This design comes from an exercise in tuning for small area, a short achievable clock period and few clock cycles per item on the open sky130 flow, not from production work. Function was checked by simulation only, so behaviour that the tests miss may differ from the original.

==> flow/design.v, too long to show whole: its modules and the start of the top module <==
// module hsl_to_rgb_converter: 2060 lines
// module hsl_fa: 4 lines
// module hsl_ha: 4 lines
module hsl_to_rgb_converter #(
    parameter int unsigned FRAC_BITS = hsl2rgb_pkg::FRAC_BITS_DEF
) (
    input  logic             i_clk,
    input  logic             i_rst_n,
    input  logic             i_pix_valid,
    output logic             i_pix_ready,
    input  logic [hsl2rgb_pkg::HUE_W-1:0] i_pix_hue,
    input  logic [hsl2rgb_pkg::SL_W-1:0]  i_pix_saturation,
    input  logic [hsl2rgb_pkg::SL_W-1:0]  i_pix_lightness,
    output logic             o_pix_valid,
    input  logic             o_pix_ready,
    output logic [hsl2rgb_pkg::CH_W-1:0]  o_pix_red,
    output logic [hsl2rgb_pkg::CH_W-1:0]  o_pix_green,
    output logic [hsl2rgb_pkg::CH_W-1:0]  o_pix_blue
);
  // ...
==> flow/run.sh <==
#!/bin/bash
# synth_recipe.tcl (not shown) runs the flow's synth.tcl, then flattens the netlist and writes it again
# the make line also repeats each setting of config.mk as NAME=value (left out here)
make -C /OpenROAD-flow-scripts/flow DESIGN_CONFIG=/design/flow/config.mk WORK_HOME=/design/flow/orfs CLKGATE_MAP_FILE= SYNTH_SCRIPT=/design/flow/synth_recipe.tcl finish
==> flow/config.mk <==
export PLATFORM = sky130hd
export DESIGN_NAME = hsl_to_rgb_converter
export DESIGN_NICKNAME = hsl_to_rgb_converter
export VERILOG_FILES = /design/flow/design.v
export SDC_FILE = /design/flow/constraint.sdc
export NUM_CORES = 4
export LEC_CHECK = 0
export ABC_AREA = 1
export CAP_MARGIN = 20
export CORE_MARGIN = 2
export CORE_UTILIZATION = 55
export PLACE_DENSITY = 0.75
export SETUP_SLACK_MARGIN = 4.6
export SLEW_MARGIN = 20
export SYNTH_HIERARCHICAL = 1
==> flow/constraint.sdc <==
create_clock -name core_clock -period 8.0 [get_ports {i_clk}]
set_input_delay 1.6000 -clock core_clock [delete_from_list [all_inputs] [get_ports {i_clk}]]
set_output_delay 1.6000 -clock core_clock [all_outputs]
set_load 0.01 [all_outputs]
==> flow_summary.ini, run 1 <==
[final_layout]
drive_above_1_share = 0.0495
final_common_cell = nand2_1
antenna_cells = 1
buffer_area_frac = 0.0262
multi_input_area_share = 0.471
stdcell_area_um2 = 34300

[floorplan]
io_pins = 68
n_tap_cell = 756
die-height_um = 241

[setup_path]
worst_setup_path_start_kind = flop
endpoint_kind = flop
reg2reg_depth = 6
worst-endpoint-required_ns = 8.33

[grt]
grt_pass1_wl_um = 127000
grt_pass1_vias = 22484
grt_use_met2 = 0.496

[yosys]
synthXorXnorAreaFrac = 0.102
synthSimpleGateAreaFrac = 0.127
yosysMostFrequentCell = nand2_1
synth_top_area_cell = edfxtp_1
yosys_warnings = 7
synth.area.mux_share = 0.00145

[timing]
drv_slew = 0
fin_crit_sh = 0.425

[cts]
cts-hold-fix-buffers = 0
cts_sinks = 439
cts_tree = yes

[placed_design]
portBuffers = 67
pre_cts_slack_ns = 4.55

[routing]
drc = 0
avgRoutedWirePerCell_um = 21.0

[status]
outcome = finished clean

[worst_hold_path]
min_from = r2_y_72_956$_DFFE_PN_
Testbench counts, summed over its fixed seeds: cycles 32,048, items 32,000.
==> run 2, diff against run 1 <==
--- a/flow/config.mk
+++ b/flow/config.mk
@@ -12,3 +12,3 @@
 export PLACE_DENSITY = 0.75
-export SETUP_SLACK_MARGIN = 4.6
+export SETUP_SLACK_MARGIN = 5.0
 export SLEW_MARGIN = 20
==> run 2 against run 1 <==
Critical path depth unchanged. Worst hold slack better by 0.00060 ns. Fmax grew 5.9%. Critical path type unchanged.
==> flow_summary.ini, run 2 <==
[yosys]
synth_common_cells = nand2_1 (576), edfxtp_1 (432), inv_1 (354)
synth_edf_count = 432
synth_top_area_cell = edfxtp_1
synthTopCellsByArea = edfxtp_1 (42%), fa_1 (11%), xor2_1 (9.3%), ha_1 (8.9%), nand2_1 (7.0%)
async_flop_share = 0
yosysMostFrequentCell = nand2_1
synth_top_family_by_area = adder cells
synthXorXnorAreaFrac = 0.102
yosysSeqAreaShare = 0.423
ys_dominant_reg_cell = edfxtp_1
synth.area.mux_share = 0.00145
syn-cell-area_um2 = 31000
synthAdderAreaFrac = 0.195
ys_types = 50
synth_compound_area_frac = 0.0925
yosys_warnings = 7
ys_seq_elements = 439
avgSynthCellArea_um2 = 9.96
synth_top_area_share = 0.418
synthSimpleGateAreaFrac = 0.127
synthCells = 3114

[final_layout]
stdcell_area_um2 = 37000
top_register = r_sd
most-common-layout-cells = nand2_1 (566), edfxtp_1 (432), xor2_1 (320)
final_common_cell = nand2_1
largest_reg_flops = 24
drive_above_1_share = 0.151
post-route-util = 0.661
areaGrowthSynthToFinish_pct = 19.4
fin_nets = 3800

[cts]
root_buffer = clkbuf_16
h-tree-depth = 2
cts_tree = yes
ctsLongestPathBuffers = 3
cts_sinks = 439
cts_buffers = 48
path_clk_slew_ns = 0.07
clk_latency_ns = 0.61

[worst_hold_path]
whs_path_depth = 0
min_to = r4_y_72_958$_DFFE_PN_
hp-class = reg2reg
min_from = r3_y_72_957$_DFFE_PN_

[timing]
timing.final.setup_violations = 0
worst_hold_slack_ns = 0.419
fin_crit_sh = 0.401
slew_headroom = 0.355
drv_slew = 0
tightest_slew_ns = 0.968
clock_skew_ns = 0.0313
rsz0062_at_grt = yes
fin_crit_ns = 3.21
tns_ns = 0
hold_viol = 0
max_freq_ghz = 0.311

[setup_path]
worstSetupPathType = reg2reg
cp.arrival_ns = 3.57
critPathMaxFanout = 10
reg2reg_to = r4_hrs_816$_DFFE_PN_
endpoint_kind = flop
worst_setup_path_start_kind = flop
reg2reg_depth = 6
worst-endpoint-required_ns = 8.35
r2r_slack_ns = 4.79
r2r_start = r3_c_356_405$_DFFE_PN_

[placed_design]
place_area_um2 = 32400
gp_congestion = 0.966
portBuffers = 67
dp_hpwl_um = 63700

[routing]
vias = 24608
drtAntennaViolNets = 0
drc = 0
dr.pass1.iters = 9
drt_wl_total_um = 93300
avgRoutedWirePerCell_um = 22.4
drtIter0Drc = 2535
via_per_inst = 5.90

[grt]
grt_max_degree = 165
antenna_found_initial = 9
grt_pass1_wl_um = 135000
grt_pass1_vias = 23777
track_usage = 0.304
grt_overflow_total = 0

[floorplan]
die-height_um = 241
die-area_um2 = 58300
coreArea_um2 = 56100
io_pins = 68
rows = 87
start_util = 0.553
fp.dieW_um = 241

[job]
cap_violations = 0

[status]
outcome = finished clean
[run 2: cell counts after synthesis]
Identical to the previous run, type by type.
[run 2: per-stage QoR]
step	worst slack [ns]	cells
after floorplan	4.80	3118
after global placement	4.46	3866
after detailed placement	4.44	3866
after CTS	4.83	4053
after global routing	4.62	4169
final	4.79	4172
[run 2: layer usage]
metal,wire (um),vias up,global-route usage
met5,65,-,0
met4,7010,10,0.160
met3,7780,484,0.0643
met2,44000,1429,0.516
met1,34400,11596,0.365
li1,-,11089,-
[run 2: cells by family (layout without fill, tap and decap cells)]
group                    after synthesis  in the layout
other                                  2             10
XOR/XNOR                             362            362
adder cells (fa/ha/maj)              384            384
buffers and inverters                475            768
flip-flops                           439            439
multiplexers                           4              4
AND/OR/NAND/NOR                      957            958
AO/OA/AOI/OAI                        491            491
[run 2: worst max-delay path, cell delays in order (launching register included)]
cell	delay, ns
edfxtp_1	0.69
inv_4	0.18
o22ai_2	0.24
xor2_1	0.24
fa_1	0.55
fa_2	0.63
fa_1	0.42
[run 2: cell type report]
| cell class | instances | area [um2] |
|---|---|---|
| fillers | 4189 | 19000 |
| multi-input cells | 2205 | 16900 |
| flip-flops and latches | 439 | 13100 |
| repair buffers | 274 | 2540 |
| inverters | 385 | 1650 |
| clock buffers | 56 | 1270 |
| well taps | 756 | 946 |
| clock inverters | 32 | 443 |
| repair inverters | 21 | 158 |
| diodes | 4 | 10.0 |
[run 2: how the worst max path moves through the flow]
stage,cells after the start,end,start,slack [ns]
after CTS,20,r5_lo_480_974$_DFFE_PN_,r4_c_356_408$_DFFE_PN_,4.83
after global routing,20,r5_lo_480_974$_DFFE_PN_,r4_c_356_408$_DFFE_PN_,4.62
final,6,r4_hrs_816$_DFFE_PN_,r3_c_356_405$_DFFE_PN_,4.79
after global placement,4,r_sd[14]$_DFFE_PP_,o_pix_ready,4.46
after floorplan,4,i_pix_ready,r_sv$_SDFF_PN0_,4.80
after detailed placement,4,r_sd[14]$_DFFE_PP_,o_pix_ready,4.44
[run 2: what timing repair did]
item,CTS,global route
setup endpoints to repair,116,133
pin swaps,12,91
setup buffers,84,106
hold buffers,0,0
cloned,15,9
resized for setup,109,165
[run 2: per-module statistics from Yosys, one instance, submodules excluded]
| module | flip-flops and latches | copies in the design | cell area [um2] | cells inside |
|---|---|---|---|---|
| hsl_to_rgb_converter | 439 | 1 | 27200 | 2908 |
| hsl_fa | 0 | 158 | 20.0 | 1 |
| hsl_ha | 0 | 48 | 12.5 | 1 |
==> run 3, diff against run 2 <==
--- a/flow/config.mk
+++ b/flow/config.mk
@@ -7,3 +7,3 @@
 export LEC_CHECK = 0
-export ABC_AREA = 1
+export ABC_AREA = 0
 export CAP_MARGIN = 20
@@ -12,3 +12,3 @@
 export PLACE_DENSITY = 0.75
-export SETUP_SLACK_MARGIN = 5.0
+export SETUP_SLACK_MARGIN = 4.9
 export SLEW_MARGIN = 20
==> run 3 against run 2 <==
Highest routed layer is now met4. Fmax decreased by 9.9%. Largest cell class unchanged. Cell area decreased by 5.5%. Still clean on timing, DRC and antenna. Critical path type unchanged.
==> flow_summary.ini, run 3 <==
[status]
outcome = finished clean

[yosys]
synth_common_cells = edfxtp_1 (432), xnor2_1 (322), ha_1 (220)
synth_edf_count = 432
yosysSeqAreaShare = 0.438
synthTopCellsByArea = edfxtp_1 (43%), fa_1 (11%), xnor2_1 (9.4%), ha_1 (9.2%), a22oi_1 (4.5%)
synth_top_area_share = 0.433
syn-cell-area_um2 = 30000
ys_seq_elements = 439
ys_types = 82
yosys_warnings = 7
yosysMostFrequentCell = edfxtp_1
ys_dominant_reg_cell = edfxtp_1
synth_top_area_cell = edfxtp_1
avgSynthCellArea_um2 = 11.9
async_flop_share = 0
synthCells = 2508

[cts]
root_buffer = clkbuf_16
cts_sinks = 439
clk_latency_ns = 0.60
cts_buffers = 49
path_clk_slew_ns = 0.06
cts_tree = yes
ctsLongestPathBuffers = 3
h-tree-depth = 2

[floorplan]
coreArea_um2 = 53800
fp.dieW_um = 237
rows = 85
die-height_um = 237
io_pins = 68
start_util = 0.557
die-area_um2 = 56400

[timing]
slew_headroom = 0.305
tightest_slew_ns = 1.04
clock_skew_ns = 0.0303
timing.final.setup_violations = 0
fin_crit_ns = 3.56
rsz0062_at_grt = yes
tns_ns = 0
fin_crit_sh = 0.445
setup_ws_ns = 4.44
hold_viol = 0
drv_slew = 0
max_freq_ghz = 0.281

[grt]
grt_max_degree = 164
gr-usage-met1 = 0.309
met3_usage = 0.0370
grt_use_met2 = 0.441
track_usage = 0.250
grt_overflow_total = 0
antenna_found_initial = 0
grt_pass1_wl_um = 111000
grt_pass1_vias = 20822
busiest_layer = met2

[routing]
drtIter0Drc = 1828
drc = 0
dr.pass1.iters = 7
drt_wl_total_um = 71900
via_per_inst = 6.04
avgRoutedWirePerCell_um = 21.2
drtAntennaViolNets = 0
vias = 20478

[final_layout]
fin_nets = 3085
top_register = r_sd
most-common-layout-cells = edfxtp_1 (432), xnor2_1 (315), ha_1 (208)
largest_reg_flops = 24
drive_above_1_share = 0.144
antenna_cells = 0
post-route-util = 0.650
areaGrowthSynthToFinish_pct = 16.8
final_common_cell = edfxtp_1

[setup_path]
worst-endpoint-required_ns = 8.34
endpoint_kind = flop
critPathMaxFanout = 4
cp.arrival_ns = 3.91
worst_setup_path_start_kind = flop
worstSetupPathType = reg2reg

[placed_design]
portBuffers = 67
dp_hpwl_um = 47200
pre_cts_slack_ns = 4.26
gp_congestion = 0.886

[worst_hold_path]
hp-class = reg2reg

[job]
cap_violations = 0
## run 3: cell count changes in the layout (fill, tap and decap cells not counted), moves of 66 or more
cell and delta:
clkinvlp_4 -66, nand3_1 -79, a22oi_1 +175, o22ai_1 -151, nand2_1 -439, xnor2_1 +283, xor2_1 -251, nor2_1 -77
inv_1 -193
## run 3: path summary, 6_finish.rpt
kind / to / start / depth (start not counted) / slack [ns]
worst max-delay path: r_grn[4]$_DFFE_PN_ / r5_lv_907_909$_DFFE_PN_ / 17 / 4.44
worst min-delay path: r3_lr_374$_DFFE_PN_ / r2_lr_373$_DFFE_PN_ / 0 / 0.42
worst max register to register: r_grn[4]$_DFFE_PN_ / r5_lv_907_909$_DFFE_PN_ / 17 / 4.44
worst min register to register: r3_lr_374$_DFFE_PN_ / r2_lr_373$_DFFE_PN_ / 0 / 0.42
## run 3: area by class of cell
class                           instances  area, um2
Timing Repair inverter                  3       31.3
Fill cell                            3959      18800
Timing Repair Buffer                  226       2240
Clock buffer                           61       1290
Inverter                              128        509
Sequential cell                       439      13100
Multi-Input combinational cell       1812      16600
Tap cell                              696        871
Clock inverter                         27        313
## run 3: per-module statistics from Yosys, one instance, submodules excluded
module                cells  flops+latches
hsl_to_rgb_converter   2302            439
hsl_fa                    1              0
hsl_ha                    1              0
## run 3: cells by family after synthesis
kind of cell | Yosys count | synth area share
flip-flops | 439 | 0.438
multiplexers | 28 | 0.0103
adder cells (fa/ha/maj) | 384 | 0.201
AND/OR/NAND/NOR | 447 | 0.0724
XOR/XNOR | 393 | 0.115
AO/OA/AOI/OAI | 553 | 0.130
other | 2 | 0.000251
buffers and inverters | 262 | 0.0329
## run 3: timing repair
item | 4_1_cts | 5_1_grt
pin swaps | 29 | 45
gates cloned | 1 | 4
gates resized for setup | 80 | 96
endpoints found under the setup margin | 124 | 130
hold buffers | 0 | 0
setup buffers | 57 | 76
## run 3: critical path, cell delays in order (launching register included)
cell	delay [ns]
edfxtp_1	0.40
buf_6	0.15
ha_4	0.21
a21o_1	0.15
a21o_1	0.18
a21oi_2	0.13
or3b_4	0.39
a211oi_2	0.21
o21bai_2	0.10
ha_2	0.21
ha_4	0.17
inv_4	0.06
or3_4	0.14
xor2_4	0.20
nor2_1	0.06
a21oi_1	0.15
o21ai_1	0.11
mux2_4	0.29
## run 3: per-stage QoR
stage          hold WS [ns]  instance area [um2]  instances
4_1_cts               0.418                33800       3312
5_1_grt               0.425                35000       3392
3_3_place_gp          0.403                31400       3166
3_5_place_dp          0.405                31400       3166
2_1_floorplan         0.400                30100       2512
6_report              0.419                35000       3392
## run 3: per-layer routing
metal,wire (um),vias to the layer above
li1,-,9326
met1,28300,10076
met2,36300,862
met3,4450,214
met4,2850,0
met5,0,-
==> run 4, diff against run 3 <==
--- a/flow/config.mk
+++ b/flow/config.mk
@@ -7,3 +7,3 @@
 export LEC_CHECK = 0
-export ABC_AREA = 0
+export ABC_AREA = 1
 export CAP_MARGIN = 20
==> run 4 against run 3 <==
Synthesized cell count up 24%. First-iteration DRC count increased by 23%. Area after synthesis rose by 3.5%. Flip-flop and latch count did not move. Critical path type unchanged.
==> flow_summary.ini, run 4 <==
[status]
outcome = finished clean

[cts]
cts-hold-fix-buffers = 0
ctsLongestPathBuffers = 3
cts_buffers = 50
cts_sinks = 439
path_clk_slew_ns = 0.06
h-tree-depth = 2
cts_tree = yes
root_buffer = clkbuf_16
clk_latency_ns = 0.60

[timing]
max_freq_ghz = 0.317
tns_ns = 0
rsz0062_at_grt = yes
tightest_slew_ns = 0.886
timing.final.setup_violations = 0
clock_skew_ns = 0.0178
fin_crit_sh = 0.395
setup_ws_ns = 4.84
worst_hold_slack_ns = 0.415
fin_crit_ns = 3.16
hold_viol = 0
drv_slew = 0
slew_headroom = 0.409

[yosys]
synth_common_cells = nand2_1 (576), edfxtp_1 (432), inv_1 (354)
ys_dominant_reg_cell = edfxtp_1
synth_edf_count = 432
synthTopCellsByArea = edfxtp_1 (42%), fa_1 (11%), xor2_1 (9.3%), ha_1 (8.9%), nand2_1 (7.0%)
yosys_warnings = 7
synth_top_area_share = 0.418
yosysMostFrequentCell = nand2_1
synthCells = 3114
syn-cell-area_um2 = 31000
synth_top_area_cell = edfxtp_1
async_flop_share = 0
yosysSeqAreaShare = 0.423
ys_seq_elements = 439
ys_types = 50
avgSynthCellArea_um2 = 9.96

[floorplan]
start_util = 0.553
die-height_um = 241
fp.dieW_um = 241
io_pins = 68
coreArea_um2 = 56100
die-area_um2 = 58300
rows = 87

[routing]
dr.pass1.iters = 8
vias = 23832
drc = 0
avgRoutedWirePerCell_um = 20.8
drt_wl_total_um = 85400
via_per_inst = 5.79
drtAntennaViolNets = 0
drtIter0Drc = 2254

[setup_path]
crit_family = adder cells
slowest_delay_ns = 0.53
worst-endpoint-required_ns = 8.32
cp.arrival_ns = 3.48
path_cells = clkinvlp_4 > o22ai_1 > xor2_1 > fa_1 > fa_1 > fa_1
path_buf_inv = 1
cpMaxStageDelayCell = edfxtp_1
worstSetupPathType = reg2reg
endpoint_kind = flop
critPathMaxFanout = 6
worst_setup_path_start_kind = flop
path_common_cell = fa_1

[final_layout]
stdcell_area_um2 = 35700
areaGrowthSynthToFinish_pct = 15.2
fin_nets = 3743
final_common_cell = nand2_1
most-common-layout-cells = nand2_1 (570), edfxtp_1 (432), xor2_1 (328)
post-route-util = 0.637
drive_above_1_share = 0.108
layout.cells.non_filler = 4115
top_register = r_sd
fill_cells = 4425
largest_reg_flops = 24

[placed_design]
gp_congestion = 0.961
pre_cts_slack_ns = 4.41
place_area_um2 = 32400
placed_cells = 3865
portBuffers = 67
dp_hpwl_um = 62100

[grt]
grt_pass1_wl_um = 127000
track_usage = 0.285
grt_overflow_total = 0
grt_pass1_vias = 23100
antenna_found_initial = 2
grt_max_degree = 138

[job]
cap_violations = 0

[worst_hold_path]
hp-class = reg2reg
-- run 4: final timing paths --
kind,from,end,slack [ns],cells after the start
setup / recovery,r3_c_356_387$_DFFE_PN_,r4_hrs_824$_DFFE_PN_,4.84,6
hold / removal,r2_y_72_952$_DFFE_PN_,r3_y_72_953$_DFFE_PN_,0.42,0
setup reg to reg,r3_c_356_387$_DFFE_PN_,r4_hrs_824$_DFFE_PN_,4.84,6
hold reg to reg,r2_y_72_952$_DFFE_PN_,r3_y_72_953$_DFFE_PN_,0.42,0
-- run 4: what timing repair did --
action                                  4_1_cts  5_1_grt
cloned                                        8        9
resized for setup                            66       80
buffers inserted                             34      105
pin swaps                                    15       25
endpoints found under the setup margin      112      152
-- run 4: cell families (layout without fill, tap and decap cells) --
group / Yosys count / count (layout) / share of synthesized area
and+or+nand+nor: 957 / 957 / 0.127
AOI/OAI and AO/OA: 491 / 491 / 0.0925
buffers and inverters: 475 / 715 / 0.0593
DFF: 439 / 439 / 0.423
adders and majority gates: 384 / 384 / 0.195
xor gates and xnor gates: 362 / 362 / 0.102
muxes: 4 / 4 / 0.00145
other: 2 / 7 / 0.000242
-- run 4: routing by layer --
metal  vias to the layer above  GRT usage  part of all wire
met5                         -          0           0.00015
met4                         2      0.158             0.068
met3                       330     0.0454             0.072
met2                      1237      0.498              0.49
met1                     11268      0.337              0.37
li1                      10995          -                 -
-- run 4: Yosys stat by module (local to each module, per instance) --
module,cells,copies in the design,flops+latches
hsl_ha,1,48,0
hsl_to_rgb_converter,2908,1,439
hsl_fa,1,158,0
-- run 4: area by class of cell --
cell class              instances  area [um2]  area share
diodes                          1        2.50   0.0000700
clock buffers                  62        1320      0.0369
clock inverters                31         280     0.00784
inverters                     385        1600      0.0447
multi-input cells            2204       16400       0.458
flip-flops and latches        439       13100       0.367
well taps                     756         946      0.0265
repair buffers                220        1960      0.0550
repair inverters               17         130     0.00364
==> run 5, diff against run 4 <==
--- a/flow/config.mk
+++ b/flow/config.mk
@@ -10,4 +10,4 @@
 export CORE_MARGIN = 2
-export CORE_UTILIZATION = 55
-export PLACE_DENSITY = 0.75
+export CORE_UTILIZATION = 45
+export PLACE_DENSITY = 0.6
 export SETUP_SLACK_MARGIN = 4.9
==> run 5 against run 4 <==
First-iteration DRC count is 6.3% higher. Sequential share of layout area shrank 0.71 points. Final cell count rose by 3.4%. Global-route usage fell by 3.9 points. Worst hold slack worse by 0.0012 ns. Non-clock buffer count grew 14. Die area grew 22%. Utilization decreased by 10 points. Fmax about the same. Largest cell class unchanged.
==> flow_summary.ini, run 5 <==
[status]
outcome = finished clean

[yosys]
synth_top_area_cell = edfxtp_1
synthTopCellsByArea = edfxtp_1 (42%), fa_1 (11%), xor2_1 (9.3%), ha_1 (8.9%), nand2_1 (7.0%)
yosysSeqAreaShare = 0.423
avgSynthCellArea_um2 = 9.96
ys_seq_elements = 439
yosys_warnings = 7
yosysMostFrequentCell = nand2_1
synth_top_area_share = 0.418
ys_types = 50
synth_common_cells = nand2_1 (576), edfxtp_1 (432), inv_1 (354)
ys_dominant_reg_cell = edfxtp_1
synthCells = 3114
async_flop_share = 0
syn-cell-area_um2 = 31000
synth_edf_count = 432

[placed_design]
portBuffers = 67
dp_hpwl_um = 65200
placed_cells = 3988
place_area_um2 = 32500
gp_congestion = 0.979
pre_cts_slack_ns = 4.44

[final_layout]
stdcell_area_um2 = 36400
most-common-layout-cells = nand2_1 (571), edfxtp_1 (432), inv_1 (321)
areaGrowthSynthToFinish_pct = 17.5
fill_cells = 6022
top_register = r_sd
layout.cells.non_filler = 4256
largest_reg_flops = 24
fin_nets = 3760
drive_above_1_share = 0.125
final_common_cell = nand2_1

[floorplan]
die-area_um2 = 71000
coreArea_um2 = 68300
io_pins = 68
rows = 96
fp.dieW_um = 266
start_util = 0.454
die-height_um = 266

[worst_hold_path]
hp-class = reg2reg
whs_path_depth = 0
min_from = r2_lr_357$_DFFE_PN_
min_to = r3_lr_358$_DFFE_PN_

[setup_path]
worstSetupPathType = reg2reg
path_common_cell = fa_1
worst_setup_path_start_kind = flop
path_buf_inv = 2
r2r_slack_ns = 4.85
cp.arrival_ns = 3.48
slowest_delay_ns = 0.58
reg2reg_depth = 7
crit_family = adder cells
reg2reg_to = r4_hrs_839$_DFFE_PN_
worst-endpoint-required_ns = 8.32
critPathMaxFanout = 6
path_cells = clkinvlp_4 > buf_4 > o22ai_4 > xor2_2 > fa_1 > fa_1 > fa_1
cpMaxStageDelayCell = fa_1
endpoint_kind = flop
r2r_start = r3_c_356_387$_DFFE_PN_

[routing]
vias = 23585
avgRoutedWirePerCell_um = 21.2
via_per_inst = 5.54
drc = 0
drtIter0Drc = 2396
drt_wl_total_um = 90300
dr.pass1.iters = 6
drtAntennaViolNets = 0

[timing]
hold_viol = 0
max_freq_ghz = 0.317
rsz0062_at_grt = yes
clock_skew_ns = 0.0204
drv_slew = 0
tightest_slew_ns = 1.12
setup_ws_ns = 4.85
slew_headroom = 0.251
fin_crit_sh = 0.394
tns_ns = 0
fin_crit_ns = 3.15
timing.final.setup_violations = 0

[grt]
antenna_found_initial = 1
grt_max_degree = 186
grt_pass1_vias = 23121
grt_overflow_total = 0
track_usage = 0.246
grt_pass1_wl_um = 134000

[cts]
path_clk_slew_ns = 0.06
cts_sinks = 439
ctsLongestPathBuffers = 3
clk_latency_ns = 0.60
cts_tree = yes
cts-hold-fix-buffers = 0
cts_buffers = 50
h-tree-depth = 2
root_buffer = clkbuf_16

[job]
cap_violations = 0
==> run 5: routing by layer <==
metal,up-vias,part of all wire,wire length (um),GRT usage
met5,-,0,0,0
met4,0,0.043,3900,0.0897
met3,237,0.063,5670,0.0352
met2,995,0.48,43700,0.421
met1,11352,0.41,37000,0.317
li1,11001,-,-,-
==> run 5: modules after synthesis (local to each module, per instance) <==
module / flops+latches / times used / area (um2)
hsl_fa: 0 / 158 / 20.0
hsl_ha: 0 / 48 / 12.5
hsl_to_rgb_converter: 439 / 1 / 27200
==> run 5: worst max-delay path by stage <==
| stage | depth (start not counted) | slack (ns) | startpoint | endpoint |
|---|---|---|---|---|
| 2_1_floorplan | 4 | 4.80 | r_sv$_SDFF_PN0_ | i_pix_ready |
| 3_3_place_gp | 4 | 4.46 | o_pix_ready | r_sd[17]$_DFFE_PP_ |
| 3_5_place_dp | 4 | 4.44 | o_pix_ready | r_sd[17]$_DFFE_PP_ |
| 4_1_cts | 3 | 4.85 | r_sv$_SDFF_PN0_ | i_pix_ready |
| 5_1_grt | 22 | 4.73 | r4_c_356_408$_DFFE_PN_ | r5_lo_480_974$_DFFE_PN_ |
| 6_report | 7 | 4.85 | r3_c_356_387$_DFFE_PN_ | r4_hrs_839$_DFFE_PN_ |
==> run 5: through the flow <==
stage | hold WS, ns | util
2_1_floorplan | 0.400 | -
3_3_place_gp | 0.401 | 0.476
3_5_place_dp | 0.406 | 0.476
4_1_cts | 0.416 | 0.512
5_1_grt | 0.425 | 0.533
6_report | 0.414 | 0.533
==> run 5: repair_timing <==
item                       in CTS  in global routing
setup buffers                  60                 94
gates resized for setup        71                116
pin swaps                      15                 80
setup endpoints to repair     142                 84
cloned                         12                 10
==> run 5: final cells by class <==
class,count,area (um2),share of cell area
multi-input combinational,2204,16600,0.456
sequential,439,13100,0.360
timing repair buffer,234,2160,0.0592
inverter,385,1610,0.0443
clock buffer,63,1330,0.0366
tap,882,1100,0.0303
clock inverter,28,358,0.00983
timing repair inverter,20,148,0.00405
antenna,1,2.50,0.0000687
==> run 5: cell families (layout without fill, tap and decap cells) <==
logic type,count (synthesis),after routing,synth area share
buffers and inverters,475,730,0.0593
flip-flops,439,439,0.423
XOR/XNOR,362,362,0.102
multiplexers,4,4,0.00145
AO/OA/AOI/OAI,491,491,0.0925
AND/OR/NAND/NOR,957,957,0.127
other,2,7,0.000242
adder cells (fa/ha/maj),384,384,0.195

==> what the ideal ports hide <==
The flow's constraints put no driver on any port. The routed layouts listed below were extracted and timed again, unchanged, in two steps. Step 1 (the two cells are an assumption about what drives the block):
set clk [get_ports {i_clk}]
set_driving_cell -lib_cell sky130_fd_sc_hd__clkbuf_16 $clk
set_driving_cell -lib_cell sky130_fd_sc_hd__buf_2 [delete_from_list [all_inputs] $clk]
Step 2 moves the port delays by t, midway between the first and last clock arrival at a register: inputs arrive t later, outputs are due t later. That takes back most of the time a late clock gives input paths. Three values: ideal ports, drivers, drivers and shift; two values: the first two.
run	shift t [ns]	setup WS [ns]	worst data-port slew with drivers (ns)
run 1	0.651	4.598 / 4.598 / 4.589	0.12
run 2	0.660	4.788 / 4.788 / 4.685	0.14
run 3	0.641	4.437 / 4.437 / 4.437	0.07
run 4	0.651	4.843 / 4.843 / 4.499	0.10
run 5	0.654	4.846 / 4.846 / 4.454	0.14
After both steps every run listed still meets setup and hold. The setup slack of run 5, which loses most, moves by 0.000 ns with the drivers and by -0.392 ns with both steps.
